From an optimization exercise on the open Yosys and OpenROAD flow, aimed at small area, a short achievable clock period and few clock cycles per item; shortcuts taken in it are not production practice. In this exercise RTL edits were held to simulation tests only and were not proved equivalent to the original. No activity file was given, so power comes from the tool's default toggle rates.

===== flow/design.v =====
module fc_stream_layer #(
    parameter int unsigned N       = 16,
    parameter int unsigned Q       = 12,
    parameter int unsigned IN_LEN  = 8,
    parameter int unsigned OUT_LEN = 4,
    parameter int unsigned RELU    = 1
) (
    input  logic                clk,
    input  logic                global_rst,
    input  logic                ce,
    input  logic signed [N-1:0] data_in,
    input  logic                valid_in,
    input  logic                end_in,
    output logic                in_ready,
    input  logic                w_we,
    input  logic [7:0]          w_addr,
    input  logic [N-1:0]        w_data,
    output logic signed [N-1:0] data_out,
    output logic                valid_op,
    output logic                end_op,
    output logic                overflow
);
    localparam int unsigned ACC_W = 35;
    localparam logic [ACC_W-1:0] CMASK = 35'h7ffffffff;   
    logic [15:0] wram [36];
    logic        wr_q;       
    logic [5:0]  wr_addr_q;
    logic [15:0] wr_data_q;
    logic        wr_now;
    assign wr_now = w_we && !global_rst && w_addr < 8'd36;
    always_ff @(posedge clk) begin
        wr_q      <= wr_now;
        wr_addr_q <= w_addr[5:0];
        wr_data_q <= w_data;
        if (wr_q)
            wram[wr_addr_q] <= wr_data_q;
    end
    logic [7:0]  one, two, neg;
    logic        first_q;    
    logic        last_q;     
    logic [2:0]  cnt;        
    logic        accept, ending;
    logic [2:0]  xb [8];
    assign accept = ce && valid_in && in_ready && !global_rst;
    assign ending = accept && (end_in || cnt == 3'd7);
    always_comb begin
        for (int k = 0; k < 8; k++)
            xb[k] = {data_in[2*k+1], data_in[2*k], (k == 0) ? 1'b0 : data_in[2*k-1]};
    end
    always_ff @(posedge clk) begin
        for (int k = 0; k < 8; k++) begin
            one[k] <= accept & (xb[k][1] ^ xb[k][0]);
            two[k] <= accept & ((xb[k] == 3'b100) | (xb[k] == 3'b011));
            neg[k] <= accept & xb[k][2];
        end
        first_q <= accept && (cnt == 3'd0);
        last_q  <= ending;
        if (global_rst)
            cnt <= '0;
        else if (accept)
            cnt <= ending ? 3'd0 : cnt + 3'd1;
    end
    logic [ACC_W-1:0] acc_s [4];
    logic [ACC_W-1:0] acc_c [4];
    for (genvar j = 0; j < 4; j++) begin : g_mac
        logic [15:0] wt;         
        logic [15:0] bias;
        logic [ACC_W-1:0] si, ci, so, co;
        always_ff @(posedge clk)
            wt <= wram[j * 8 + int'(cnt)];
        assign bias = wram[32 + j];
        assign si = first_q ? {{7{bias[15]}}, bias, 12'd0} : acc_s[j];
        assign ci = first_q ? '0 : (acc_c[j] & CMASK);
        logic [16:0] we;
        assign we = {wt[15], wt};
        logic [16:0] pp0;
        logic [16:0] pp1;
        logic [16:0] pp2;
        logic [16:0] pp3;
        logic [16:0] pp4;
        logic [16:0] pp5;
        logic [16:0] pp6;
        logic [16:0] pp7;
        assign pp0 = ({17{one[0]}} & we | {17{two[0]}} & {we[15:0], 1'b0}) ^ {17{neg[0]}};
        assign pp1 = ({17{one[1]}} & we | {17{two[1]}} & {we[15:0], 1'b0}) ^ {17{neg[1]}};
        assign pp2 = ({17{one[2]}} & we | {17{two[2]}} & {we[15:0], 1'b0}) ^ {17{neg[2]}};
        assign pp3 = ({17{one[3]}} & we | {17{two[3]}} & {we[15:0], 1'b0}) ^ {17{neg[3]}};
        assign pp4 = ({17{one[4]}} & we | {17{two[4]}} & {we[15:0], 1'b0}) ^ {17{neg[4]}};
        assign pp5 = ({17{one[5]}} & we | {17{two[5]}} & {we[15:0], 1'b0}) ^ {17{neg[5]}};
        assign pp6 = ({17{one[6]}} & we | {17{two[6]}} & {we[15:0], 1'b0}) ^ {17{neg[6]}};
        assign pp7 = ({17{one[7]}} & we | {17{two[7]}} & {we[15:0], 1'b0}) ^ {17{neg[7]}};
        logic c2, c4, c6, c8, c10, c12, c14, c16, c18, c20, c22, c24, c26, c28, c30, c32;
        logic c34, c36, c38, c40, c42, c44, c46, c48, c50, c52, c54, c56, c58, c60, c62, c64;
        logic c66, c68, c70, c72, c74, c76, c78, c80, c82, c84, c86, c88, c90, c92, c94, c96;
        logic c98, c100, c102, c104, c106, c108, c110, c112, c114, c116, c118, c120, c122, c124, c126, c128;
        logic c130, c132, c134, c136, c138, c140, c142, c144, c146, c148, c150, c152, c154, c156, c158, c160;
        logic c162, c164, c166, c168, c170, c172, c174, c176, c178, c180, c182, c184, c186, c188, c190, c192;
        logic c194, c196, c198, c200, c202, c204, c206, c208, c210, c212, c214, c216, c218, c220, c222, c224;
        logic c226, c228, c230, c232, c234, c236, c238, c240, c242, c244, c246, c248, c250, c252, c254, c256;
        logic c258, c260, c262, c264, c266, c268, c270, c272, c274, c276, c278, c280, c282, c284, c286, c288;
        logic c290, c292, c294, c296, c298, c300, c302, c304, c306, c308, c310, c312, c314, c316, c318, c320;
        logic c322, c324, c326, c328, c330, c332, c334, c336, c338, c340, c342, c344, c346, c348, c350, c352;
        logic c354, c356, c358, c360, c362, c364, s1, s3, s5, s7, s9, s11, s13, s15, s17, s19;
        logic s21, s23, s25, s27, s29, s31, s33, s35, s37, s39, s41, s43, s45, s47, s49, s51;
        logic s53, s55, s57, s59, s61, s63, s65, s67, s69, s71, s73, s75, s77, s79, s81, s83;
        logic s85, s87, s89, s91, s93, s95, s97, s99, s101, s103, s105, s107, s109, s111, s113, s115;
        logic s117, s119, s121, s123, s125, s127, s129, s131, s133, s135, s137, s139, s141, s143, s145, s147;
        logic s149, s151, s153, s155, s157, s159, s161, s163, s165, s167, s169, s171, s173, s175, s177, s179;
        logic s181, s183, s185, s187, s189, s191, s193, s195, s197, s199, s201, s203, s205, s207, s209, s211;
        logic s213, s215, s217, s219, s221, s223, s225, s227, s229, s231, s233, s235, s237, s239, s241, s243;
        logic s245, s247, s249, s251, s253, s255, s257, s259, s261, s263, s265, s267, s269, s271, s273, s275;
        logic s277, s279, s281, s283, s285, s287, s289, s291, s293, s295, s297, s299, s301, s303, s305, s307;
        logic s309, s311, s313, s315, s317, s319, s321, s323, s325, s327, s329, s331, s333, s335, s337, s339;
        logic s341, s343, s345, s347, s349, s351, s353, s355, s357, s359, s361, s363;
        fc_stream_ha u_s1 (.a(neg[6]), .b(si[12]), .s(s1), .co(c2));
        fc_stream_ha u_s3 (.a(si[13]), .b(ci[13]), .s(s3), .co(c4));
        fc_stream_fa u_s5 (.a(neg[7]), .b(si[14]), .c(ci[14]), .s(s5), .co(c6));
        fc_stream_ha u_s7 (.a(pp0[14]), .b(pp1[12]), .s(s7), .co(c8));
        fc_stream_fa u_s9 (.a(si[15]), .b(ci[15]), .c(pp0[15]), .s(s9), .co(c10));
        fc_stream_ha u_s11 (.a(pp1[13]), .b(pp2[11]), .s(s11), .co(c12));
        assign s13 = ~(si[16] ^ ci[16]);
        assign c14 = si[16] | ci[16];
        fc_stream_fa u_s15 (.a(~pp0[16]), .b(pp1[14]), .c(pp2[12]), .s(s15), .co(c16));
        assign s17 = ~(si[17] ^ ci[17]);
        assign c18 = si[17] | ci[17];
        fc_stream_ha u_s19 (.a(pp1[15]), .b(pp2[13]), .s(s19), .co(c20));
        fc_stream_fa u_s21 (.a(si[18]), .b(ci[18]), .c(~pp1[16]), .s(s21), .co(c22));
        assign s23 = ~si[19];
        assign c24 = si[19];
        fc_stream_ha u_s25 (.a(neg[3]), .b(si[6]), .s(s25), .co(c26));
        fc_stream_ha u_s27 (.a(si[7]), .b(ci[7]), .s(s27), .co(c28));
        fc_stream_fa u_s29 (.a(neg[4]), .b(si[8]), .c(ci[8]), .s(s29), .co(c30));
        fc_stream_ha u_s31 (.a(pp0[8]), .b(pp1[6]), .s(s31), .co(c32));
        fc_stream_fa u_s33 (.a(si[9]), .b(ci[9]), .c(pp0[9]), .s(s33), .co(c34));
        fc_stream_ha u_s35 (.a(pp1[7]), .b(pp2[5]), .s(s35), .co(c36));
        fc_stream_fa u_s37 (.a(neg[5]), .b(si[10]), .c(ci[10]), .s(s37), .co(c38));
        fc_stream_fa u_s39 (.a(pp0[10]), .b(pp1[8]), .c(pp2[6]), .s(s39), .co(c40));
        fc_stream_ha u_s41 (.a(pp3[4]), .b(pp4[2]), .s(s41), .co(c42));
        fc_stream_fa u_s43 (.a(si[11]), .b(ci[11]), .c(pp0[11]), .s(s43), .co(c44));
        fc_stream_fa u_s45 (.a(pp1[9]), .b(pp2[7]), .c(pp3[5]), .s(s45), .co(c46));
        fc_stream_ha u_s47 (.a(pp4[3]), .b(pp5[1]), .s(s47), .co(c48));
        fc_stream_fa u_s49 (.a(ci[12]), .b(s1), .c(pp0[12]), .s(s49), .co(c50));
        fc_stream_fa u_s51 (.a(pp1[10]), .b(pp2[8]), .c(pp3[6]), .s(s51), .co(c52));
        fc_stream_fa u_s53 (.a(pp4[4]), .b(pp5[2]), .c(pp6[0]), .s(s53), .co(c54));
        fc_stream_fa u_s55 (.a(c2), .b(s3), .c(pp0[13]), .s(s55), .co(c56));
        fc_stream_fa u_s57 (.a(pp1[11]), .b(pp2[9]), .c(pp3[7]), .s(s57), .co(c58));
        fc_stream_fa u_s59 (.a(pp4[5]), .b(pp5[3]), .c(pp6[1]), .s(s59), .co(c60));
        fc_stream_fa u_s61 (.a(c4), .b(pp2[10]), .c(pp3[8]), .s(s61), .co(c62));
        fc_stream_fa u_s63 (.a(pp4[6]), .b(pp5[4]), .c(pp6[2]), .s(s63), .co(c64));
        fc_stream_fa u_s65 (.a(pp7[0]), .b(s5), .c(s7), .s(s65), .co(c66));
        fc_stream_fa u_s67 (.a(pp3[9]), .b(pp4[7]), .c(pp5[5]), .s(s67), .co(c68));
        fc_stream_fa u_s69 (.a(pp6[3]), .b(pp7[1]), .c(c6), .s(s69), .co(c70));
        fc_stream_fa u_s71 (.a(c8), .b(s11), .c(s9), .s(s71), .co(c72));
        fc_stream_fa u_s73 (.a(s13), .b(pp3[10]), .c(pp4[8]), .s(s73), .co(c74));
        fc_stream_fa u_s75 (.a(pp5[6]), .b(pp6[4]), .c(pp7[2]), .s(s75), .co(c76));
        fc_stream_fa u_s77 (.a(c12), .b(c10), .c(s15), .s(s77), .co(c78));
        fc_stream_fa u_s79 (.a(c14), .b(s17), .c(pp3[11]), .s(s79), .co(c80));
        fc_stream_fa u_s81 (.a(pp4[9]), .b(pp5[7]), .c(pp6[5]), .s(s81), .co(c82));
        fc_stream_fa u_s83 (.a(pp7[3]), .b(s19), .c(c16), .s(s83), .co(c84));
        fc_stream_fa u_s85 (.a(c18), .b(pp2[14]), .c(pp3[12]), .s(s85), .co(c86));
        fc_stream_fa u_s87 (.a(pp4[10]), .b(pp5[8]), .c(pp6[6]), .s(s87), .co(c88));
        fc_stream_fa u_s89 (.a(pp7[4]), .b(c20), .c(s21), .s(s89), .co(c90));
        fc_stream_fa u_s91 (.a(ci[19]), .b(s23), .c(pp2[15]), .s(s91), .co(c92));
        fc_stream_fa u_s93 (.a(pp3[13]), .b(pp4[11]), .c(pp5[9]), .s(s93), .co(c94));
        fc_stream_fa u_s95 (.a(pp6[7]), .b(pp7[5]), .c(c22), .s(s95), .co(c96));
        fc_stream_fa u_s97 (.a(c24), .b(si[20]), .c(ci[20]), .s(s97), .co(c98));
        fc_stream_fa u_s99 (.a(~pp2[16]), .b(pp3[14]), .c(pp4[12]), .s(s99), .co(c100));
        fc_stream_fa u_s101 (.a(pp5[10]), .b(pp6[8]), .c(pp7[6]), .s(s101), .co(c102));
        assign s103 = ~(si[21] ^ ci[21]);
        assign c104 = si[21] | ci[21];
        fc_stream_fa u_s105 (.a(pp3[15]), .b(pp4[13]), .c(pp5[11]), .s(s105), .co(c106));
        fc_stream_ha u_s107 (.a(pp6[9]), .b(pp7[7]), .s(s107), .co(c108));
        fc_stream_fa u_s109 (.a(si[22]), .b(ci[22]), .c(~pp3[16]), .s(s109), .co(c110));
        fc_stream_fa u_s111 (.a(pp4[14]), .b(pp5[12]), .c(pp6[10]), .s(s111), .co(c112));
        assign s113 = ~(si[23] ^ ci[23]);
        assign c114 = si[23] | ci[23];
        fc_stream_ha u_s115 (.a(pp4[15]), .b(pp5[13]), .s(s115), .co(c116));
        fc_stream_fa u_s117 (.a(si[24]), .b(ci[24]), .c(~pp4[16]), .s(s117), .co(c118));
        assign s119 = ~si[25];
        assign c120 = si[25];
        fc_stream_ha u_s121 (.a(neg[1]), .b(si[2]), .s(s121), .co(c122));
        fc_stream_ha u_s123 (.a(si[3]), .b(ci[3]), .s(s123), .co(c124));
        fc_stream_fa u_s125 (.a(neg[2]), .b(si[4]), .c(ci[4]), .s(s125), .co(c126));
        fc_stream_ha u_s127 (.a(pp0[4]), .b(pp1[2]), .s(s127), .co(c128));
        fc_stream_fa u_s129 (.a(si[5]), .b(ci[5]), .c(pp0[5]), .s(s129), .co(c130));
        fc_stream_ha u_s131 (.a(pp1[3]), .b(pp2[1]), .s(s131), .co(c132));
        fc_stream_fa u_s133 (.a(ci[6]), .b(s25), .c(pp0[6]), .s(s133), .co(c134));
        fc_stream_fa u_s135 (.a(pp1[4]), .b(pp2[2]), .c(pp3[0]), .s(s135), .co(c136));
        fc_stream_fa u_s137 (.a(c26), .b(s27), .c(pp0[7]), .s(s137), .co(c138));
        fc_stream_fa u_s139 (.a(pp1[5]), .b(pp2[3]), .c(pp3[1]), .s(s139), .co(c140));
        fc_stream_fa u_s141 (.a(c28), .b(pp2[4]), .c(pp3[2]), .s(s141), .co(c142));
        fc_stream_fa u_s143 (.a(pp4[0]), .b(s29), .c(s31), .s(s143), .co(c144));
        fc_stream_fa u_s145 (.a(pp3[3]), .b(pp4[1]), .c(c30), .s(s145), .co(c146));
        fc_stream_fa u_s147 (.a(c32), .b(s35), .c(s33), .s(s147), .co(c148));
        fc_stream_fa u_s149 (.a(pp5[0]), .b(s37), .c(c36), .s(s149), .co(c150));
        fc_stream_fa u_s151 (.a(s41), .b(c34), .c(s39), .s(s151), .co(c152));
        fc_stream_fa u_s153 (.a(c38), .b(c42), .c(s47), .s(s153), .co(c154));
        fc_stream_fa u_s155 (.a(c40), .b(s43), .c(s45), .s(s155), .co(c156));
        fc_stream_fa u_s157 (.a(c48), .b(c44), .c(c46), .s(s157), .co(c158));
        fc_stream_fa u_s159 (.a(s49), .b(s51), .c(s53), .s(s159), .co(c160));
        fc_stream_fa u_s161 (.a(c50), .b(c52), .c(c54), .s(s161), .co(c162));
        fc_stream_fa u_s163 (.a(s55), .b(s57), .c(s59), .s(s163), .co(c164));
        fc_stream_fa u_s165 (.a(c56), .b(c58), .c(c60), .s(s165), .co(c166));
        fc_stream_fa u_s167 (.a(s61), .b(s63), .c(s65), .s(s167), .co(c168));
        fc_stream_fa u_s169 (.a(c62), .b(c64), .c(s67), .s(s169), .co(c170));
        fc_stream_fa u_s171 (.a(s69), .b(c66), .c(s71), .s(s171), .co(c172));
        fc_stream_fa u_s173 (.a(c68), .b(c70), .c(s73), .s(s173), .co(c174));
        fc_stream_fa u_s175 (.a(s75), .b(c72), .c(s77), .s(s175), .co(c176));
        fc_stream_fa u_s177 (.a(c74), .b(c76), .c(s79), .s(s177), .co(c178));
        fc_stream_fa u_s179 (.a(s81), .b(s83), .c(c78), .s(s179), .co(c180));
        fc_stream_fa u_s181 (.a(c80), .b(c82), .c(s85), .s(s181), .co(c182));
        fc_stream_fa u_s183 (.a(s87), .b(c84), .c(s89), .s(s183), .co(c184));
        fc_stream_fa u_s185 (.a(c86), .b(c88), .c(s91), .s(s185), .co(c186));
        fc_stream_fa u_s187 (.a(s93), .b(c90), .c(s95), .s(s187), .co(c188));
        fc_stream_fa u_s189 (.a(s97), .b(c92), .c(c94), .s(s189), .co(c190));
        fc_stream_fa u_s191 (.a(s99), .b(s101), .c(c96), .s(s191), .co(c192));
        fc_stream_fa u_s193 (.a(s103), .b(c98), .c(s107), .s(s193), .co(c194));
        fc_stream_fa u_s195 (.a(c100), .b(c102), .c(s105), .s(s195), .co(c196));
        fc_stream_fa u_s197 (.a(c104), .b(pp7[8]), .c(c108), .s(s197), .co(c198));
        fc_stream_fa u_s199 (.a(c106), .b(s109), .c(s111), .s(s199), .co(c200));
        fc_stream_fa u_s201 (.a(s113), .b(pp6[11]), .c(pp7[9]), .s(s201), .co(c202));
        fc_stream_fa u_s203 (.a(s115), .b(c110), .c(c112), .s(s203), .co(c204));
        fc_stream_fa u_s205 (.a(c114), .b(pp5[14]), .c(pp6[12]), .s(s205), .co(c206));
        fc_stream_fa u_s207 (.a(pp7[10]), .b(c116), .c(s117), .s(s207), .co(c208));
        fc_stream_fa u_s209 (.a(ci[25]), .b(s119), .c(pp5[15]), .s(s209), .co(c210));
        fc_stream_fa u_s211 (.a(pp6[13]), .b(pp7[11]), .c(c118), .s(s211), .co(c212));
        fc_stream_fa u_s213 (.a(c120), .b(si[26]), .c(ci[26]), .s(s213), .co(c214));
        fc_stream_fa u_s215 (.a(~pp5[16]), .b(pp6[14]), .c(pp7[12]), .s(s215), .co(c216));
        assign s217 = ~(si[27] ^ ci[27]);
        assign c218 = si[27] | ci[27];
        fc_stream_ha u_s219 (.a(pp6[15]), .b(pp7[13]), .s(s219), .co(c220));
        fc_stream_fa u_s221 (.a(si[28]), .b(ci[28]), .c(~pp6[16]), .s(s221), .co(c222));
        assign s223 = ~si[29];
        assign c224 = si[29];
        fc_stream_ha u_s225 (.a(neg[0]), .b(si[0]), .s(s225), .co(c226));
        fc_stream_ha u_s227 (.a(si[1]), .b(ci[1]), .s(s227), .co(c228));
        fc_stream_fa u_s229 (.a(ci[2]), .b(s121), .c(pp0[2]), .s(s229), .co(c230));
        fc_stream_fa u_s231 (.a(c122), .b(s123), .c(pp0[3]), .s(s231), .co(c232));
        fc_stream_fa u_s233 (.a(c124), .b(pp2[0]), .c(s125), .s(s233), .co(c234));
        fc_stream_fa u_s235 (.a(c126), .b(c128), .c(s131), .s(s235), .co(c236));
        fc_stream_fa u_s237 (.a(c132), .b(c130), .c(s133), .s(s237), .co(c238));
        fc_stream_fa u_s239 (.a(c134), .b(c136), .c(s137), .s(s239), .co(c240));
        fc_stream_fa u_s241 (.a(c138), .b(c140), .c(s141), .s(s241), .co(c242));
        fc_stream_fa u_s243 (.a(c142), .b(s145), .c(c144), .s(s243), .co(c244));
        fc_stream_fa u_s245 (.a(c146), .b(s149), .c(c148), .s(s245), .co(c246));
        fc_stream_fa u_s247 (.a(c150), .b(s153), .c(c152), .s(s247), .co(c248));
        fc_stream_fa u_s249 (.a(c154), .b(c156), .c(s157), .s(s249), .co(c250));
        fc_stream_fa u_s251 (.a(c158), .b(c160), .c(s161), .s(s251), .co(c252));
        fc_stream_fa u_s253 (.a(c162), .b(c164), .c(s165), .s(s253), .co(c254));
        fc_stream_fa u_s255 (.a(c166), .b(s169), .c(c168), .s(s255), .co(c256));
        fc_stream_fa u_s257 (.a(c170), .b(s173), .c(c172), .s(s257), .co(c258));
        fc_stream_fa u_s259 (.a(c174), .b(s177), .c(c176), .s(s259), .co(c260));
        fc_stream_fa u_s261 (.a(c178), .b(s181), .c(c180), .s(s261), .co(c262));
        fc_stream_fa u_s263 (.a(c182), .b(s185), .c(c184), .s(s263), .co(c264));
        fc_stream_fa u_s265 (.a(c186), .b(s189), .c(s191), .s(s265), .co(c266));
        fc_stream_fa u_s267 (.a(s193), .b(c190), .c(s195), .s(s267), .co(c268));
        fc_stream_fa u_s269 (.a(s197), .b(c194), .c(c196), .s(s269), .co(c270));
        fc_stream_fa u_s271 (.a(s201), .b(c198), .c(c200), .s(s271), .co(c272));
        fc_stream_fa u_s273 (.a(c202), .b(s205), .c(c204), .s(s273), .co(c274));
        fc_stream_fa u_s275 (.a(c206), .b(s209), .c(c208), .s(s275), .co(c276));
        fc_stream_fa u_s277 (.a(s213), .b(c210), .c(s215), .s(s277), .co(c278));
        fc_stream_fa u_s279 (.a(s217), .b(c214), .c(s219), .s(s279), .co(c280));
        fc_stream_fa u_s281 (.a(c218), .b(pp7[14]), .c(c220), .s(s281), .co(c282));
        fc_stream_fa u_s283 (.a(ci[29]), .b(s223), .c(pp7[15]), .s(s283), .co(c284));
        fc_stream_fa u_s285 (.a(c224), .b(si[30]), .c(ci[30]), .s(s285), .co(c286));
        assign s287 = ~si[31];
        assign c288 = si[31];
        assign s289 = ~si[32];
        assign c290 = si[32];
        assign s291 = ~si[33];
        assign c292 = si[33];
        assign s293 = ~si[34];
        assign c294 = si[34];
        fc_stream_ha u_s295 (.a(ci[0]), .b(s225), .s(s295), .co(c296));
        fc_stream_fa u_s297 (.a(c226), .b(s227), .c(pp0[1]), .s(s297), .co(c298));
        fc_stream_fa u_s299 (.a(c228), .b(pp1[0]), .c(s229), .s(s299), .co(c300));
        fc_stream_fa u_s301 (.a(pp1[1]), .b(c230), .c(s231), .s(s301), .co(c302));
        fc_stream_fa u_s303 (.a(s127), .b(c232), .c(s233), .s(s303), .co(c304));
        fc_stream_fa u_s305 (.a(s129), .b(c234), .c(s235), .s(s305), .co(c306));
        fc_stream_fa u_s307 (.a(s135), .b(c236), .c(s237), .s(s307), .co(c308));
        fc_stream_fa u_s309 (.a(s139), .b(c238), .c(s239), .s(s309), .co(c310));
        fc_stream_fa u_s311 (.a(s143), .b(c240), .c(s241), .s(s311), .co(c312));
        fc_stream_fa u_s313 (.a(s147), .b(c242), .c(s243), .s(s313), .co(c314));
        fc_stream_fa u_s315 (.a(s151), .b(c244), .c(s245), .s(s315), .co(c316));
        fc_stream_fa u_s317 (.a(s155), .b(c246), .c(s247), .s(s317), .co(c318));
        fc_stream_fa u_s319 (.a(s159), .b(c248), .c(s249), .s(s319), .co(c320));
        fc_stream_fa u_s321 (.a(s163), .b(c250), .c(s251), .s(s321), .co(c322));
        fc_stream_fa u_s323 (.a(s167), .b(c252), .c(s253), .s(s323), .co(c324));
        fc_stream_fa u_s325 (.a(s171), .b(c254), .c(s255), .s(s325), .co(c326));
        fc_stream_fa u_s327 (.a(s175), .b(c256), .c(s257), .s(s327), .co(c328));
        fc_stream_fa u_s329 (.a(s179), .b(c258), .c(s259), .s(s329), .co(c330));
        fc_stream_fa u_s331 (.a(s183), .b(c260), .c(s261), .s(s331), .co(c332));
        fc_stream_fa u_s333 (.a(s187), .b(c262), .c(s263), .s(s333), .co(c334));
        fc_stream_fa u_s335 (.a(c188), .b(c264), .c(s265), .s(s335), .co(c336));
        fc_stream_fa u_s337 (.a(c192), .b(s267), .c(c266), .s(s337), .co(c338));
        fc_stream_fa u_s339 (.a(s199), .b(c268), .c(s269), .s(s339), .co(c340));
        fc_stream_fa u_s341 (.a(s203), .b(c270), .c(s271), .s(s341), .co(c342));
        fc_stream_fa u_s343 (.a(s207), .b(s273), .c(c272), .s(s343), .co(c344));
        fc_stream_fa u_s345 (.a(s211), .b(c274), .c(s275), .s(s345), .co(c346));
        fc_stream_fa u_s347 (.a(c212), .b(s277), .c(c276), .s(s347), .co(c348));
        fc_stream_fa u_s349 (.a(c216), .b(s279), .c(c278), .s(s349), .co(c350));
        fc_stream_fa u_s351 (.a(s221), .b(s281), .c(c280), .s(s351), .co(c352));
        fc_stream_fa u_s353 (.a(c222), .b(s283), .c(c282), .s(s353), .co(c354));
        fc_stream_fa u_s355 (.a(~pp7[16]), .b(s285), .c(c284), .s(s355), .co(c356));
        fc_stream_fa u_s357 (.a(ci[31]), .b(s287), .c(c286), .s(s357), .co(c358));
        fc_stream_fa u_s359 (.a(c288), .b(ci[32]), .c(s289), .s(s359), .co(c360));
        fc_stream_fa u_s361 (.a(c290), .b(ci[33]), .c(s291), .s(s361), .co(c362));
        fc_stream_fa u_s363 (.a(c292), .b(ci[34]), .c(s293), .s(s363), .co(c364));
        assign so[0] = s295;
        assign co[0] = pp0[0];
        assign so[1] = c296;
        assign co[1] = s297;
        assign so[2] = c298;
        assign co[2] = s299;
        assign so[3] = c300;
        assign co[3] = s301;
        assign so[4] = c302;
        assign co[4] = s303;
        assign so[5] = c304;
        assign co[5] = s305;
        assign so[6] = c306;
        assign co[6] = s307;
        assign so[7] = c308;
        assign co[7] = s309;
        assign so[8] = c310;
        assign co[8] = s311;
        assign so[9] = c312;
        assign co[9] = s313;
        assign so[10] = c314;
        assign co[10] = s315;
        assign so[11] = c316;
        assign co[11] = s317;
        assign so[12] = c318;
        assign co[12] = s319;
        assign so[13] = c320;
        assign co[13] = s321;
        assign so[14] = c322;
        assign co[14] = s323;
        assign so[15] = c324;
        assign co[15] = s325;
        assign so[16] = c326;
        assign co[16] = s327;
        assign so[17] = c328;
        assign co[17] = s329;
        assign so[18] = c330;
        assign co[18] = s331;
        assign so[19] = c332;
        assign co[19] = s333;
        assign so[20] = c334;
        assign co[20] = s335;
        assign so[21] = c336;
        assign co[21] = s337;
        assign so[22] = c338;
        assign co[22] = s339;
        assign so[23] = c340;
        assign co[23] = s341;
        assign so[24] = c342;
        assign co[24] = s343;
        assign so[25] = c344;
        assign co[25] = s345;
        assign so[26] = c346;
        assign co[26] = s347;
        assign so[27] = c348;
        assign co[27] = s349;
        assign so[28] = c350;
        assign co[28] = s351;
        assign so[29] = c352;
        assign co[29] = s353;
        assign so[30] = c354;
        assign co[30] = s355;
        assign so[31] = c356;
        assign co[31] = s357;
        assign so[32] = c358;
        assign co[32] = s359;
        assign so[33] = c360;
        assign co[33] = s361;
        assign so[34] = c362;
        assign co[34] = s363;
        always_ff @(posedge clk) begin
            acc_s[j] <= so;
            acc_c[j] <= co;
        end
    end
    logic [16:0] res [4];
    for (genvar j = 0; j < 4; j++) begin : g_res
        logic [ACC_W-1:0] ra, rb, full;
        assign ra = acc_s[j];
        assign rb = acc_c[j] & CMASK;
        logic k1, k2, k3, k4, k5, k6, k7, k8, k9, k10, k11, k12, k13, k14, k15, k16, k17, k18, k19, k20;
        logic k21, k22, k23, k24, k25, k26, k27, k28, k29, k30, k31, k32, k33, k34, k35, k36, k37, k38, k39, k40;
        logic k41, k42, k43, k44, k45, k46, k47, k48, k49, k50, k51, k52, k53, k54, k55, k56, k57, k58, k59, k60;
        logic k61, k62, k63, k64, k65, k66, k67, k68, k69, k70, k71, k72, k73, k74, k75, k76, k77, k78, k79, k80;
        logic k81, k82, k83, k84, k85, k86, k87, k88, k89, k90, k91, k92, k93, k94, k95, k96, k97, k98, k99, k100;
        logic k101, k102, k103, k104, k105, k106, k107, k108, k109, k110, k111, k112, k113, k114, k115, k116, k117, k118, k119, k120;
        logic k121, k122, k123, k124, k125, k126, k127, k128, k129, k130, k131, k132, k133, k134, k135, k136, k137, k138, k139, k140;
        logic k141, k142, k143, k144, k145, k146, k147, k148, k149, k150, k151, k152, k153, k154, k155, k156, k157, k158, k159, k160;
        logic k161, k162, k163, k164, k165, k166, k167, k168, k169, k170, k171, k172, k173, k174, k175, k176, k177, k178, k179, k180;
        logic k181, k182, k183, k184, k185, k186, k187, k188, k189, k190, k191, k192, k193, k194, k195, k196, k197, k198, k199, k200;
        logic k201, k202, k203, k204, k205, k206, k207, k208, k209, k210, k211, k212, k213, k214, k215, k216, k217, k218, k219, k220;
        logic k221, k222, k223, k224, k225, k226, k227, k228, k229, k230, k231, k232, k233, k234, k235, k236, k237, k238, k239, k240;
        logic k241, k242, k243, k244, k245, k246, k247, k248, k249, k250, k251, k252, k253, k254, k255, k256, k257, k258, k259, k260;
        logic k261, k262, k263, k264, k265, k266, k267, k268, k269, k270, k271, k272, k273, k274, k275, k276, k277, k278, k279, k280;
        logic k281;
        assign k1 = ra[0] & rb[0];
        assign k2 = ra[0] ^ rb[0];
        assign k3 = ra[1] & rb[1];
        assign k4 = ra[1] ^ rb[1];
        assign k5 = ra[2] & rb[2];
        assign k6 = ra[2] ^ rb[2];
        assign k7 = ra[3] & rb[3];
        assign k8 = ra[3] ^ rb[3];
        assign k9 = ra[4] & rb[4];
        assign k10 = ra[4] ^ rb[4];
        assign k11 = ra[5] & rb[5];
        assign k12 = ra[5] ^ rb[5];
        assign k13 = ra[6] & rb[6];
        assign k14 = ra[6] ^ rb[6];
        assign k15 = ra[7] & rb[7];
        assign k16 = ra[7] ^ rb[7];
        assign k17 = ra[8] & rb[8];
        assign k18 = ra[8] ^ rb[8];
        assign k19 = ra[9] & rb[9];
        assign k20 = ra[9] ^ rb[9];
        assign k21 = ra[10] & rb[10];
        assign k22 = ra[10] ^ rb[10];
        assign k23 = ra[11] & rb[11];
        assign k24 = ra[11] ^ rb[11];
        assign k25 = ra[12] & rb[12];
        assign k26 = ra[12] ^ rb[12];
        assign k27 = ra[13] & rb[13];
        assign k28 = ra[13] ^ rb[13];
        assign k29 = ra[14] & rb[14];
        assign k30 = ra[14] ^ rb[14];
        assign k31 = ra[15] & rb[15];
        assign k32 = ra[15] ^ rb[15];
        assign k33 = ra[16] & rb[16];
        assign k34 = ra[16] ^ rb[16];
        assign k35 = ra[17] & rb[17];
        assign k36 = ra[17] ^ rb[17];
        assign k37 = ra[18] & rb[18];
        assign k38 = ra[18] ^ rb[18];
        assign k39 = ra[19] & rb[19];
        assign k40 = ra[19] ^ rb[19];
        assign k41 = ra[20] & rb[20];
        assign k42 = ra[20] ^ rb[20];
        assign k43 = ra[21] & rb[21];
        assign k44 = ra[21] ^ rb[21];
        assign k45 = ra[22] & rb[22];
        assign k46 = ra[22] ^ rb[22];
        assign k47 = ra[23] & rb[23];
        assign k48 = ra[23] ^ rb[23];
        assign k49 = ra[24] & rb[24];
        assign k50 = ra[24] ^ rb[24];
        assign k51 = ra[25] & rb[25];
        assign k52 = ra[25] ^ rb[25];
        assign k53 = ra[26] & rb[26];
        assign k54 = ra[26] ^ rb[26];
        assign k55 = ra[27] & rb[27];
        assign k56 = ra[27] ^ rb[27];
        assign k57 = ra[28] & rb[28];
        assign k58 = ra[28] ^ rb[28];
        assign k59 = ra[29] & rb[29];
        assign k60 = ra[29] ^ rb[29];
        assign k61 = ra[30] & rb[30];
        assign k62 = ra[30] ^ rb[30];
        assign k63 = ra[31] & rb[31];
        assign k64 = ra[31] ^ rb[31];
        assign k65 = ra[32] & rb[32];
        assign k66 = ra[32] ^ rb[32];
        assign k67 = ra[33] & rb[33];
        assign k68 = ra[33] ^ rb[33];
        assign k69 = ra[34] & rb[34];
        assign k70 = ra[34] ^ rb[34];
        assign k71 = k3 | (k4 & k1);
        assign k72 = k4 & k2;
        assign k73 = k7 | (k8 & k5);
        assign k74 = k8 & k6;
        assign k75 = k11 | (k12 & k9);
        assign k76 = k12 & k10;
        assign k77 = k15 | (k16 & k13);
        assign k78 = k16 & k14;
        assign k79 = k19 | (k20 & k17);
        assign k80 = k20 & k18;
        assign k81 = k23 | (k24 & k21);
        assign k82 = k24 & k22;
        assign k83 = k27 | (k28 & k25);
        assign k84 = k28 & k26;
        assign k85 = k31 | (k32 & k29);
        assign k86 = k32 & k30;
        assign k87 = k35 | (k36 & k33);
        assign k88 = k36 & k34;
        assign k89 = k39 | (k40 & k37);
        assign k90 = k40 & k38;
        assign k91 = k43 | (k44 & k41);
        assign k92 = k44 & k42;
        assign k93 = k47 | (k48 & k45);
        assign k94 = k48 & k46;
        assign k95 = k51 | (k52 & k49);
        assign k96 = k52 & k50;
        assign k97 = k55 | (k56 & k53);
        assign k98 = k56 & k54;
        assign k99 = k59 | (k60 & k57);
        assign k100 = k60 & k58;
        assign k101 = k63 | (k64 & k61);
        assign k102 = k64 & k62;
        assign k103 = k67 | (k68 & k65);
        assign k104 = k68 & k66;
        assign k105 = k73 | (k74 & k71);
        assign k106 = k74 & k72;
        assign k107 = k75 | (k76 & k73);
        assign k108 = k76 & k74;
        assign k109 = k77 | (k78 & k75);
        assign k110 = k78 & k76;
        assign k111 = k79 | (k80 & k77);
        assign k112 = k80 & k78;
        assign k113 = k81 | (k82 & k79);
        assign k114 = k82 & k80;
        assign k115 = k83 | (k84 & k81);
        assign k116 = k84 & k82;
        assign k117 = k85 | (k86 & k83);
        assign k118 = k86 & k84;
        assign k119 = k87 | (k88 & k85);
        assign k120 = k88 & k86;
        assign k121 = k89 | (k90 & k87);
        assign k122 = k90 & k88;
        assign k123 = k91 | (k92 & k89);
        assign k124 = k92 & k90;
        assign k125 = k93 | (k94 & k91);
        assign k126 = k94 & k92;
        assign k127 = k95 | (k96 & k93);
        assign k128 = k96 & k94;
        assign k129 = k97 | (k98 & k95);
        assign k130 = k98 & k96;
        assign k131 = k99 | (k100 & k97);
        assign k132 = k100 & k98;
        assign k133 = k101 | (k102 & k99);
        assign k134 = k102 & k100;
        assign k135 = k103 | (k104 & k101);
        assign k136 = k104 & k102;
        assign k137 = k107 | (k108 & k71);
        assign k138 = k108 & k72;
        assign k139 = k109 | (k110 & k105);
        assign k140 = k110 & k106;
        assign k141 = k111 | (k112 & k107);
        assign k142 = k112 & k108;
        assign k143 = k113 | (k114 & k109);
        assign k144 = k114 & k110;
        assign k145 = k115 | (k116 & k111);
        assign k146 = k116 & k112;
        assign k147 = k117 | (k118 & k113);
        assign k148 = k118 & k114;
        assign k149 = k119 | (k120 & k115);
        assign k150 = k120 & k116;
        assign k151 = k121 | (k122 & k117);
        assign k152 = k122 & k118;
        assign k153 = k123 | (k124 & k119);
        assign k154 = k124 & k120;
        assign k155 = k125 | (k126 & k121);
        assign k156 = k126 & k122;
        assign k157 = k127 | (k128 & k123);
        assign k158 = k128 & k124;
        assign k159 = k129 | (k130 & k125);
        assign k160 = k130 & k126;
        assign k161 = k131 | (k132 & k127);
        assign k162 = k132 & k128;
        assign k163 = k133 | (k134 & k129);
        assign k164 = k134 & k130;
        assign k165 = k135 | (k136 & k131);
        assign k166 = k136 & k132;
        assign k167 = k141 | (k142 & k71);
        assign k168 = k142 & k72;
        assign k169 = k143 | (k144 & k105);
        assign k170 = k144 & k106;
        assign k171 = k145 | (k146 & k137);
        assign k172 = k146 & k138;
        assign k173 = k147 | (k148 & k139);
        assign k174 = k148 & k140;
        assign k175 = k149 | (k150 & k141);
        assign k176 = k150 & k142;
        assign k177 = k151 | (k152 & k143);
        assign k178 = k152 & k144;
        assign k179 = k153 | (k154 & k145);
        assign k180 = k154 & k146;
        assign k181 = k155 | (k156 & k147);
        assign k182 = k156 & k148;
        assign k183 = k157 | (k158 & k149);
        assign k184 = k158 & k150;
        assign k185 = k159 | (k160 & k151);
        assign k186 = k160 & k152;
        assign k187 = k161 | (k162 & k153);
        assign k188 = k162 & k154;
        assign k189 = k163 | (k164 & k155);
        assign k190 = k164 & k156;
        assign k191 = k165 | (k166 & k157);
        assign k192 = k166 & k158;
        assign k193 = k175 | (k176 & k71);
        assign k194 = k176 & k72;
        assign k195 = k177 | (k178 & k105);
        assign k196 = k178 & k106;
        assign k197 = k179 | (k180 & k137);
        assign k198 = k180 & k138;
        assign k199 = k181 | (k182 & k139);
        assign k200 = k182 & k140;
        assign k201 = k183 | (k184 & k167);
        assign k202 = k184 & k168;
        assign k203 = k185 | (k186 & k169);
        assign k204 = k186 & k170;
        assign k205 = k187 | (k188 & k171);
        assign k206 = k188 & k172;
        assign k207 = k189 | (k190 & k173);
        assign k208 = k190 & k174;
        assign k209 = k191 | (k192 & k175);
        assign k210 = k192 & k176;
        assign k211 = k209 | (k210 & k71);
        assign k212 = k210 & k72;
        assign k213 = k5 | (k6 & k71);
        assign k214 = k6 & k72;
        assign k215 = k9 | (k10 & k105);
        assign k216 = k10 & k106;
        assign k217 = k13 | (k14 & k137);
        assign k218 = k14 & k138;
        assign k219 = k17 | (k18 & k139);
        assign k220 = k18 & k140;
        assign k221 = k21 | (k22 & k167);
        assign k222 = k22 & k168;
        assign k223 = k25 | (k26 & k169);
        assign k224 = k26 & k170;
        assign k225 = k29 | (k30 & k171);
        assign k226 = k30 & k172;
        assign k227 = k33 | (k34 & k173);
        assign k228 = k34 & k174;
        assign k229 = k37 | (k38 & k193);
        assign k230 = k38 & k194;
        assign k231 = k41 | (k42 & k195);
        assign k232 = k42 & k196;
        assign k233 = k45 | (k46 & k197);
        assign k234 = k46 & k198;
        assign k235 = k49 | (k50 & k199);
        assign k236 = k50 & k200;
        assign k237 = k53 | (k54 & k201);
        assign k238 = k54 & k202;
        assign k239 = k57 | (k58 & k203);
        assign k240 = k58 & k204;
        assign k241 = k61 | (k62 & k205);
        assign k242 = k62 & k206;
        assign k243 = k65 | (k66 & k207);
        assign k244 = k66 & k208;
        assign k245 = k69 | (k70 & k211);
        assign k246 = k70 & k212;
        assign k247 = k2 ^ 1'b0;
        assign k248 = k4 ^ k1;
        assign k249 = k6 ^ k71;
        assign k250 = k8 ^ k213;
        assign k251 = k10 ^ k105;
        assign k252 = k12 ^ k215;
        assign k253 = k14 ^ k137;
        assign k254 = k16 ^ k217;
        assign k255 = k18 ^ k139;
        assign k256 = k20 ^ k219;
        assign k257 = k22 ^ k167;
        assign k258 = k24 ^ k221;
        assign k259 = k26 ^ k169;
        assign k260 = k28 ^ k223;
        assign k261 = k30 ^ k171;
        assign k262 = k32 ^ k225;
        assign k263 = k34 ^ k173;
        assign k264 = k36 ^ k227;
        assign k265 = k38 ^ k193;
        assign k266 = k40 ^ k229;
        assign k267 = k42 ^ k195;
        assign k268 = k44 ^ k231;
        assign k269 = k46 ^ k197;
        assign k270 = k48 ^ k233;
        assign k271 = k50 ^ k199;
        assign k272 = k52 ^ k235;
        assign k273 = k54 ^ k201;
        assign k274 = k56 ^ k237;
        assign k275 = k58 ^ k203;
        assign k276 = k60 ^ k239;
        assign k277 = k62 ^ k205;
        assign k278 = k64 ^ k241;
        assign k279 = k66 ^ k207;
        assign k280 = k68 ^ k243;
        assign k281 = k70 ^ k211;
        assign full = {k281, k280, k279, k278, k277, k276, k275, k274, k273, k272, k271, k270, k269, k268, k267, k266, k265, k264, k263, k262, k261, k260, k259, k258, k257, k256, k255, k254, k253, k252, k251, k250, k249, k248, k247};
        assign res[j] = {full[34], |full[33:27], full[26:12]};
    end
    logic        pend;       
    logic [2:0]  bcnt;       
    logic [1:0]  rd;         
    logic [16:0] q [4];
    logic [16:0] head;
    logic [14:0] dout;
    logic        xfer, deliver;
    logic        pend_next;
    logic [2:0]  bcnt_next;
    assign xfer    = pend && (bcnt == 3'd0);
    assign head    = q[rd];
    assign deliver = ce && (bcnt != 3'd0);
    always_comb begin
        pend_next = last_q || (pend && !xfer);
        if (xfer)
            bcnt_next = 3'd4;
        else if (deliver)
            bcnt_next = bcnt - 3'd1;
        else
            bcnt_next = bcnt;
    end
    always_ff @(posedge clk) begin
        if (xfer) begin
            for (int j = 0; j < 4; j++)
                q[j] <= res[j];
        end
        dout   <= head[16] ? 15'd0 : head[15] ? 15'h7fff : head[14:0];
        end_op <= (bcnt == 3'd1);
        if (xfer)
            rd <= 2'd0;
        else if (deliver)
            rd <= rd + 2'd1;
    end
    always_ff @(posedge clk) begin
        if (global_rst) begin
            pend     <= 1'b0;
            bcnt     <= '0;
            valid_op <= 1'b0;
            overflow <= 1'b0;
            in_ready <= 1'b1;
        end else begin
            pend     <= pend_next;
            bcnt     <= bcnt_next;
            valid_op <= deliver;
            if (ce && valid_in && !in_ready)
                overflow <= 1'b1;
            in_ready <= !((pend_next || ending) && (bcnt_next != 3'd0))
                     && !(ending && pend_next) && !wr_now;
        end
    end
    assign data_out = {1'b0, dout};
endmodule
module fc_stream_fa (
    input  logic a, b, c,
    output logic s, co
);
    assign s  = a ^ b ^ c;
    assign co = (a & b) | (a & c) | (b & c);
endmodule
module fc_stream_ha (
    input  logic a, b,
    output logic s, co
);
    assign s  = a ^ b;
    assign co = a & b;
endmodule

===== flow/config.mk =====
export PLATFORM = sky130hd
export DESIGN_NAME = fc_stream_layer
export DESIGN_NICKNAME = fc_stream_layer
export VERILOG_FILES = /design/flow/design.v
export SDC_FILE = /design/flow/constraint.sdc
export NUM_CORES = 4
export LEC_CHECK = 0
export CAP_MARGIN = 20
export CORE_MARGIN = 2
export CORE_UTILIZATION = 55
export CTS_CLUSTER_DIAMETER = 80
export CTS_CLUSTER_SIZE = 30
export PLACE_DENSITY = 0.65
export SLEW_MARGIN = 20
export SYNTH_HIERARCHICAL = 1
export SYNTH_MINIMUM_KEEP_SIZE = 0

===== flow/constraint.sdc =====
create_clock -name core_clock -period 12.0 [get_ports {clk}]
set_input_delay 2.4000 -clock core_clock [delete_from_list [all_inputs] [get_ports {clk}]]
set_output_delay 2.4000 -clock core_clock [all_outputs]
set_load 0.01 [all_outputs]

===== flow/flow/run.sh =====
#!/bin/bash
# The standard layout, with ORFS's setup repair aiming well below the 12 ns
# clock (the constraints themselves are unchanged): SETUP_SLACK_MARGIN asks
# repair_timing for that much spare slack on every path.
set -euo pipefail
export SETUP_SLACK_MARGIN=8.4
bash standard.sh > standard.log 2>&1

===== flow/standard.sh =====
#!/bin/bash
# synth_recipe.tcl (not shown) runs the flow's synth.tcl, then flattens the netlist and writes it again
# the make line also repeats each setting of config.mk as NAME=value (left out here)
make -C /OpenROAD-flow-scripts/flow DESIGN_CONFIG=/design/flow/config.mk WORK_HOME=/design/flow/orfs CLKGATE_MAP_FILE= SYNTH_SCRIPT=/design/flow/synth_recipe.tcl "${@:-finish}"

==> results.toml, run 1 <==
[global_routing]
grt-busiest-layer = "met2"
overflow = 0
grt_pass1_wl_um = 264000
use_met1_pct = 42.9
use_met2_pct = 46.3
grt_pass1_vias = 40700
grt_max_degree = 96
antenna_found_initial = 14
grt_usage_pct = 30.3
use_met3_pct = 7.42

[clocking]
cts_tree = "built"
cts_root_buf = "clkbuf_16"
cts-hold-fix-buffers = 0
clkSinkCount = 1065
cts_buffer_depth = 3
cts_buffers = 53
cts.clk_slew.worst_paths_ns = 0.11
cts_max_level = 2
clk-insertion-delay-late_ns = 0.73

[cells_and_area]
fill_cells = 8775
final_area_um2 = 68900
fin_cells = 6124
drive_above_1_share_pct = 13.2
area_delta_synth_final_pct = 8.64
final_net_count = 5506

[yosys]
synth_area_um2 = 63500
synth_edf_count = 644
async_flop_share_pct = 0
synth_cell_type_count = 68
ys_seq_area_share_pct = 43.8
syn-num-nets = 5617
syn_inst = 4671
synth_top_area_cell = "edfxtp_1"
ys_ff_latch = 1065
synth_area_leaders = "edfxtp_1 30%, fa_1 20%, dfxtp_1 13%, xnor2_1 7.6%, a22oi_1 5.7%"
synth_ff_type = "edfxtp_1"
yosys.area.top_type_share_pct = 30.5
syn_area_per_cell_um2 = 13.6
ys_top_cells_by_count = "644 x edfxtp_1, 640 x fa_1, 548 x xnor2_1"
ys.warnings.count = 12
synth.most_common_cell = "edfxtp_1"

[drt]
post-route-drc-count = 0
dr.pass1.iters = 9
wl_per_cell_um = 28.9
wl_um = 177000
ant_nets = 0
vias_per_cell = 6.32
vias = 38700
initialDrtViolationCount = 4554

[worst_hold_path]
hp-start = "last_q"
min-delay-path-class = "flip-flop to flip-flop"

[power_and_ir_drop]
total_power_mw = 13.5
ir_drop_uv = 136
power.density_nw_per_um2 = 196
leakage_nw = 25.4

[sta]
relSlewSlack_pct = 22.8
setup-tns-final_ns = 0
layout_min_cycle_time_ns = 3.58
setup_viol = 0
finalMaxSlewViolations = 0
rsz0062_at_grt = "true"
tightest_slew_ns = 1.16
fin_crit_sh_pct = 29.8
setup_ws_ns = 8.42
timing.final.hold_violations = 0
fmax_mhz = 279
clock_skew_ns = 0.0300

[floorplan]
num_rows = 124
fp.dieArea_um2 = 118000
core-area_um2 = 114000
initial_core_util_pct = 55.5
io_pins = 66
die_w_um = 344
fp.dieH_um = 344

[critical_path]
cp_top_family = "flip-flops"
worst_ep_required_time_ns = 9.60
slowest_delay_ns = 0.36
path_cells = "buf_6"
r2r_start = "neg[4]"
cp-end-kind = "primary output"
worst_setup_path_start_kind = "flip-flop"
crit_arrival_ns = 1.18
crit_type = "flip-flop to primary output"
critPathMaxFanout = 2
cp-startpoint = "in_ready"
slowest_stage = "dfxtp_2"
worst-path-buf-inv = 1

[outcome]
outcome = "no timing/DRC/antenna violations"

[flow_run]
max-cap-violations = 0

[placement]
dpl.hpwl_um = 108000
place_area_um2 = 65300
io_buffers = 64
gp_congestion = 0.893
place_inst = 5943
dpl_worst_slack_ns = 7.39
cell type report:
cell class,instances,area (µm²),share of cell area [%]
multi-input cells,3048,33900,49.2
clock buffers,68,1390,2.02
clock inverters,32,520,0.755
flip-flops and latches,1065,27900,40.5
inverters,162,616,0.893
well taps,1512,1890,2.74
repair buffers,230,2670,3.87
diodes,7,17.5,0.0254
flip-flops by register name, indices dropped and copies added (netlist names), 2 cells and up:
signal,flops
g_mac.wt,64
q,68
cnt,3
acc_s,140
neg,8
bcnt,3
one,8
wram,576
wr_data_q,16
rd,2
acc_c,140
two,8
wr_addr_q,6
dout,15
final timing paths:
kind	slack [ns]	endpoint	cells past startpoint
max reg2reg	8.43	acc_c[0][21]	6
min reg2reg	0.48	pend	2
min	0.48	pend	2
max	8.42	in_ready	1
routing by layer:
metal | routed length (µm) | up-vias
li1 | - | 16300
met4 | 6110 | 6
met1 | 72500 | 19900
met5 | 40 | -
met2 | 79500 | 2139
met3 | 19100 | 359
repair_timing:
| action | 4_1_cts | 5_1_grt |
|---|---|---|
| setup endpoints to repair | 188 | 76 |
| pin swaps | 6 | 27 |
| resized for setup | 182 | 83 |
| cloned | 9 | 7 |
| setup buffers | 23 | 35 |
logic make-up (layout without fill, tap and decap cells):
kind of cell | count (synthesis) | after routing | synth area share (%)
xor gates and xnor gates | 595 | 595 | 8.21
buffers and inverters | 558 | 492 | 3.32
other | 1 | 8 | 0.00591
AOI/OAI and AO/OA | 802 | 802 | 8.79
and+or+nand+nor | 507 | 507 | 4.09
muxes | 243 | 243 | 6.52
DFF | 1065 | 1065 | 43.8
adders and majority gates | 900 | 900 | 25.3
where the power goes:
part           leakage [nW]  internal (mW)  switching (mW)
sequential             9.32           4.61           0.434
combinational          15.1           2.77            3.40
clock                 0.915          0.938            1.37
total                  25.4           8.32            5.20
per-module statistics from Yosys, one instance, submodules excluded:
| module | times used | cells inside | flip-flops and latches | cell area [µm²] |
|---|---|---|---|---|
| fc_stream_layer | 1 | 3991 | 1065 | 50500 |
| fc_stream_ha | 84 | 1 | 0 | 12.5 |
| fc_stream_fa | 596 | 1 | 0 | 20.0 |
metrics by stage:
stage          hold WS (ns)  utilization [%]
3_5_place_dp          0.458             57.1
6_report              0.477             60.3
5_1_grt               0.521             60.3
2_1_floorplan         0.428                -
3_3_place_gp          0.452             57.1
4_1_cts               0.489             59.6
placed cells by master (no fill, tap or decap), drive strengths merged, types with 8 or more instances in the layout:
master / instances
a211oi: 10
a21o: 35
a21oi: 100
a222oi: 17
a22oi: 480
a31oi: 10
and2: 18
and3: 8
buf: 166
bufbuf: 9
clkbuf: 78
clkdlybuf4s50: 44
clkinv: 12
dfxtp: 421
edfxtp: 644
fa: 640
ha: 260
inv: 180
mux2: 84
mux2i: 31
mux4: 128
nand2: 121
nand2b: 12
nand3: 24
nand4: 19
nor2: 109
nor2b: 160
nor3: 8
o211ai: 10
o21ai: 105
xnor2: 548
xor2: 47
Testbench counts, summed over its fixed seeds: cycles 8,240, frames 1,024.
==> run 2, diff against run 1 <==
--- a/flow/flow/run.sh
+++ b/flow/flow/run.sh
@@ -5,3 +5,3 @@
 set -euo pipefail
-export SETUP_SLACK_MARGIN=8.4
+export SETUP_SLACK_MARGIN=8.5
 bash standard.sh > standard.log 2>&1
==> results.toml, run 2 <==
[drt]
ant_nets = 0
vias = 39100
dr.pass1.iters = 8
wl_per_cell_um = 30.0
vias_per_cell = 6.36
wl_um = 184000
initialDrtViolationCount = 4571
post-route-drc-count = 0

[yosys]
synth_area_leaders = "edfxtp_1 30%, fa_1 20%, dfxtp_1 13%, xnor2_1 7.6%, a22oi_1 5.7%"
syn-num-nets = 5617
synthMuxAreaShare_pct = 6.52
syn_inst = 4671
yosys.area_share.simple_pct = 4.09
synth.most_common_cell = "edfxtp_1"
ys_top_cells_by_count = "644 x edfxtp_1, 640 x fa_1, 548 x xnor2_1"
ys_seq_area_share_pct = 43.8
synth-adder-area-share_pct = 25.3
ys_ff_latch = 1065
syn_area_per_cell_um2 = 13.6
synth-compound-area-share_pct = 8.79
yosys.area.top_type_share_pct = 30.5
synth_ff_type = "edfxtp_1"
synth_area_um2 = 63500
synth_cell_type_count = 68
synth_edf_count = 644
async_flop_share_pct = 0
synth_top_area_cell = "edfxtp_1"
synth_top_family_by_area = "adder cells"
synth_xor_xnor_area_share_pct = 8.21
ys.warnings.count = 12

[sta]
hold_ws_ns = 0.481
finalMaxSlewViolations = 0
fin_crit_sh_pct = 29.7
setup_viol = 0
setup-tns-final_ns = 0
setup_ws_ns = 8.43
timing.final.hold_violations = 0
fmax_mhz = 280
layout_min_cycle_time_ns = 3.57
clock_skew_ns = 0.0369
rsz0062_at_grt = "true"
tightest_slew_ns = 1.19
relSlewSlack_pct = 20.8

[global_routing]
grt_pass1_wl_um = 267000
grt_usage_pct = 31.1
overflow = 0
grt_max_degree = 69
antenna_found_initial = 15
grt_pass1_vias = 40400

[clocking]
cts.clk_slew.worst_paths_ns = 0.11
clk-insertion-delay-late_ns = 0.73
cts-hold-fix-buffers = 0
cts_buffers = 51
cts_buffer_depth = 3
cts_tree = "built"
cts_root_buf = "clkbuf_16"
cts_max_level = 2
clkSinkCount = 1065

[critical_path]
worst_ep_required_time_ns = 9.60
r2r_slack_ns = 8.48
cp_top_family = "flip-flops"
path_cells = "buf_2"
crit_type = "flip-flop to primary output"
cp-end-kind = "primary output"
worst_setup_path_start_kind = "flip-flop"
worst-path-buf-inv = 1
slowest_stage = "dfxtp_1"
crit_arrival_ns = 1.17
critPathMaxFanout = 1
slowest_delay_ns = 0.32

[placement]
io_buffers = 64
dpl.hpwl_um = 110000
dpl_worst_slack_ns = 7.40
gp_congestion = 0.908

[cells_and_area]
multiInputGateArea_um2 = 34300
area_delta_synth_final_pct = 10.2
drive_above_1_share_pct = 15.7
seq_area_um2 = 28000
reg.largest.list = "wram: 576 flops, acc_c: 140 flops, acc_s: 140 flops"
final_cell_mix = "644 x edfxtp_1, 593 x fa_1, 548 x xnor2_1"
largest-register = "wram"
fill_cells = 8676
layout_commonest_cell = "edfxtp_1"
largest_reg_flops = 576
final_net_count = 5539

[power_and_ir_drop]
power.density_nw_per_um2 = 195
ir_drop_uv = 126
leakage_nw = 25.6

[floorplan]
fp.dieH_um = 344
num_rows = 124
core-area_um2 = 114000
io_pins = 66
initial_core_util_pct = 55.5
die_w_um = 344
fp.dieArea_um2 = 118000

[outcome]
outcome = "no timing/DRC/antenna violations"

[flow_run]
max-cap-violations = 0

[worst_hold_path]
min-delay-path-class = "flip-flop to flip-flop"
## run 2: changes by cell type in the layout (fill, tap and decap cells not counted), sizes merged
cell	before	now
clkinvlp	1	2
clkinv	12	13
dlymetal6s2s	1	0
buf	166	201
dlygate4sd2	0	1
diode	7	8
inv	180	175
clkbuf	78	77
bufbuf	9	10
bufinv	1	0
## run 2: final timing paths
path / start / end / depth (start not counted)
max reg2reg: first_q / acc_c[0][16] / 8
max: valid_op / valid_op / 1
min: last_q / pend / 2
min reg2reg: last_q / pend / 2
## run 2: per-module statistics from Yosys, one instance, submodules excluded
module	flip-flops and latches	cells inside	cell area, µm²
fc_stream_ha	0	1	12.5
fc_stream_layer	1065	3991	50500
fc_stream_fa	0	1	20.0
## run 2: layout make-up
class	instances	area share (%)
Antenna cell	8	0.0286
Clock buffer	68	1.96
Clock inverter	28	0.612
Inverter	162	0.888
Multi-Input combinational cell	3048	49.0
Sequential cell	1065	40.0
Tap cell	1512	2.71
Timing Repair Buffer	265	4.81
## run 2: logic make-up after synthesis
family | Yosys count
DFF | 1065
adders and majority gates | 900
AOI/OAI and AO/OA | 802
xor gates and xnor gates | 595
buffers and inverters | 558
and+or+nand+nor | 507
muxes | 243
other | 1
## run 2: where the power goes
| part | internal (mW) | switching (mW) | leakage (nW) | total (mW) |
|---|---|---|---|---|
| combinational | 2.88 | 3.49 | 15.4 | 6.37 |
| sequential | 4.60 | 0.441 | 9.33 | 5.05 |
| clock | 0.887 | 1.32 | 0.858 | 2.20 |
## run 2: what timing repair did
item,CTS,global route
pin swaps,22,62
gates cloned,15,8
gates resized for setup,257,164
setup endpoints to repair,198,84
buffers inserted,57,34
## run 2: stage by stage
| stage | cell area [µm²] | util (%) | cells | power, mW |
|---|---|---|---|---|
| after CTS | 68800 | 60.2 | 6106 | 13.5 |
| final | 69900 | 61.1 | 6156 | 13.6 |
| after floorplan | 63500 | - | 4671 | 9.34 |
| after global placement | 65200 | 57.0 | 5937 | 10.9 |
| after detailed placement | 65200 | 57.1 | 5938 | 11.1 |
| after global routing | 69900 | 61.1 | 6148 | 14.7 |
## run 2: metal layers
metal | share of wire (%) | vias to the layer above | GRT usage [%]
met3 | 12 | 362 | 7.78
li1 | - | 16400 | -
met1 | 40 | 20300 | 44.3
met4 | 4.0 | 10 | 9.81
met5 | 0.039 | - | 0
met2 | 44 | 2115 | 47.2
==> run 3, diff against run 2 <==
--- a/flow/flow/run.sh
+++ b/flow/flow/run.sh
@@ -5,3 +5,3 @@
 set -euo pipefail
-export SETUP_SLACK_MARGIN=8.5
+export SETUP_SLACK_MARGIN=8.4
 bash standard.sh > standard.log 2>&1
--- a/flow/config.mk
+++ b/flow/config.mk
@@ -9,6 +9,6 @@
 export CORE_MARGIN = 2
-export CORE_UTILIZATION = 55
+export CORE_UTILIZATION = 65
 export CTS_CLUSTER_DIAMETER = 80
 export CTS_CLUSTER_SIZE = 30
-export PLACE_DENSITY = 0.65
+export PLACE_DENSITY = 0.72
 export SLEW_MARGIN = 20
==> results.toml, run 3 <==
[sta]
clock_skew_ns = 0.0519
tightest_slew_ns = 1.10
setup_viol = 0
timing.final.hold_violations = 0
fin_crit_sh_pct = 30.1
finalMaxSlewViolations = 0
relSlewSlack_pct = 26.8
fmax_mhz = 276
setup-tns-final_ns = 0
rsz0062_at_grt = "true"
layout_min_cycle_time_ns = 3.62
setup_ws_ns = 8.38

[critical_path]
critPathMaxFanout = 8
worst_setup_path_start_kind = "flip-flop"
slowest_delay_ns = 0.57
crit_type = "flip-flop to flip-flop"
cp-end-kind = "flip-flop"
worst_path_most_repeated_cell = "fa_1"
crit_arrival_ns = 4.20
slowest_stage = "fa_2"
r2r_slack_ns = 8.38
path_cells = "buf_6 -> buf_6 -> mux2_4 -> fa_1 -> fa_1 -> fa_2 -> fa_2 -> fa_1"
worst_ep_required_time_ns = 12.59

[yosys]
ys.warnings.count = 12
synth_top_family_by_area = "adder cells"
ys_ff_latch = 1065
synth_area_um2 = 63500
ys_seq_area_share_pct = 43.8
ys_top_cells_by_count = "644 x edfxtp_1, 640 x fa_1, 548 x xnor2_1"
syn-num-nets = 5617
synth_top_area_cell = "edfxtp_1"
yosys.area.top_type_share_pct = 30.5
synthMuxAreaShare_pct = 6.52
syn_inst = 4671
synth_area_leaders = "edfxtp_1 30%, fa_1 20%, dfxtp_1 13%, xnor2_1 7.6%, a22oi_1 5.7%"
synth-compound-area-share_pct = 8.79
syn_area_per_cell_um2 = 13.6
synth_edf_count = 644
synth_cell_type_count = 68
synth_ff_type = "edfxtp_1"
synth.most_common_cell = "edfxtp_1"
synth_xor_xnor_area_share_pct = 8.21
synth-adder-area-share_pct = 25.3
async_flop_share_pct = 0
yosys.area_share.simple_pct = 4.09

[clocking]
clk-insertion-delay-late_ns = 0.73
cts_tree = "built"
cts_max_level = 2
clkSinkCount = 1065
cts.clk_slew.worst_paths_ns = 0.11
cts_root_buf = "clkbuf_16"
cts_buffer_depth = 3
cts_buffers = 54
cts-hold-fix-buffers = 0

[global_routing]
antenna_found_initial = 9
grt_pass1_vias = 40400
grt_usage_pct = 33.6
grt_max_degree = 69
grt_pass1_wl_um = 249000
overflow = 0

[outcome]
outcome = "no timing/DRC/antenna violations"

[power_and_ir_drop]
leakage_nw = 25.2
ir_drop_uv = 176
power.density_nw_per_um2 = 195

[floorplan]
num_rows = 114
initial_core_util_pct = 65.6
fp.dieH_um = 316
fp.dieArea_um2 = 100000
die_w_um = 316
io_pins = 66
core-area_um2 = 96700

[placement]
gp_congestion = 0.888
dpl_worst_slack_ns = 7.23
io_buffers = 64
dpl.hpwl_um = 106000

[cells_and_area]
drive_above_1_share_pct = 12.5
final_net_count = 5499
reg.largest.list = "wram: 576 flops, acc_c: 140 flops, acc_s: 140 flops"
layout_commonest_cell = "edfxtp_1"
fill_cells = 6547
area_delta_synth_final_pct = 7.56
final_cell_mix = "644 x edfxtp_1, 635 x fa_1, 548 x xnor2_1"
largest_reg_flops = 576
largest-register = "wram"

[drt]
post-route-drc-count = 0
vias_per_cell = 6.54
wl_per_cell_um = 28.5
vias = 38500
ant_nets = 0
initialDrtViolationCount = 4437
dr.pass1.iters = 9
wl_um = 168000

[worst_hold_path]
min-delay-path-class = "flip-flop to flip-flop"

[flow_run]
max-cap-violations = 0
[run 3: final timing paths]
check / cells past startpoint / startpoint / to
setup / recovery: 8 / first_q / acc_c[3][15]
setup reg to reg: 8 / first_q / acc_c[3][15]
hold reg to reg: 2 / overflow / overflow
hold / removal: 2 / overflow / overflow
[run 3: metal layers]
| layer | track usage (%) | up-vias | wire length, µm |
|---|---|---|---|
| met5 | 0 | - | 11 |
| met4 | 11.1 | 2 | 6250 |
| met1 | 47.7 | 19700 | 67700 |
| li1 | - | 16300 | - |
| met2 | 52.0 | 2182 | 75900 |
| met3 | 7.51 | 359 | 17900 |
[run 3: logic make-up (layout without fill, tap and decap cells)]
group | count (synthesis) | in the layout
flip-flops | 1065 | 1065
adder cells (fa/ha/maj) | 900 | 900
AO/OA/AOI/OAI | 802 | 802
XOR/XNOR | 595 | 595
buffers and inverters | 558 | 486
AND/OR/NAND/NOR | 507 | 507
multiplexers | 243 | 243
other | 1 | 3
[run 3: final cells by class]
class	count	area, µm²	area share (%)
multi-input cells	3048	33800	49.5
flip-flops and latches	1065	27900	40.9
repair buffers	222	2510	3.67
well taps	1276	1600	2.34
clock buffers	71	1460	2.13
inverters	162	611	0.894
clock inverters	31	419	0.614
diodes	2	5.00	0.00733
[run 3: per-stage QoR]
stage	area (µm²)	cells	total power, mW	utilization (%)	hold slack (ns)
global route	68300	5875	14.4	70.6	0.513
finish	68300	5877	13.3	70.6	0.482
global placement	64900	5702	10.7	67.1	0.451
CTS	67500	5838	13.2	69.8	0.486
detailed placement	64900	5702	11.0	67.1	0.459
floorplan	63500	4671	9.34	-	0.428
[run 3: report_power, final]
part / internal, mW / switching (mW) / total [mW]
clock network: 0.933 / 1.32 / 2.26
registers: 4.61 / 0.428 / 5.03
logic: 2.73 / 3.27 / 6.00
[run 3: critical path, delay by kind of cell, from the launching register on]
kind	cells	cell delay [ns]
fa+ha+maj	5	2.34
buf+inv	2	0.28
flops	1	0.52
mux	1	0.31
[run 3: modules after synthesis, one instance, submodules excluded]
| module | cells inside | flops+latches | cell area, µm² |
|---|---|---|---|
| fc_stream_fa | 1 | 0 | 20.0 |
| fc_stream_layer | 3991 | 1065 | 50500 |
| fc_stream_ha | 1 | 0 | 12.5 |
[run 3: repair_timing]
action	CTS	global route
endpoints found under the setup margin	193	68
gates cloned	4	8
pin swaps	2	21
endpoints found under the hold margin	0	0
setup buffers	30	28
gates resized for setup	180	58

port drivers added, routing unchanged:
In the flow no input, the clock included, has a driving cell. The finished layouts below were timed again as built, in two steps. Step 1, drivers: a clkbuf_16 drives clk and a buf_2 each remaining input, both assumed. Step 2 times the ports against the registers' clock, not the clock port: input delays grow and output delays shrink by t, the midpoint of the rising clock arrivals with the driver on. a / b / c = ideal ports / drivers / drivers and shift; a / b = the first two.
| run | t (ns) | slack for setup (ns) | worst setup path at the end | cell pins on the clock port's net |
|---|---|---|---|---|
| run 1 | 0.795 | 8.421 / 8.340 / 7.839 | input to register | 1 |
| run 2 | 0.788 | 8.432 / 8.353 / 7.972 | input to register | 1 |
| run 3 | 0.779 | 8.382 / 8.347 / 7.839 | input to register | 1 |
After both steps every run listed still meets setup and hold. The setup slack of run 1, which loses most, moves by -0.081 ns with the drivers and by -0.582 ns with both steps.
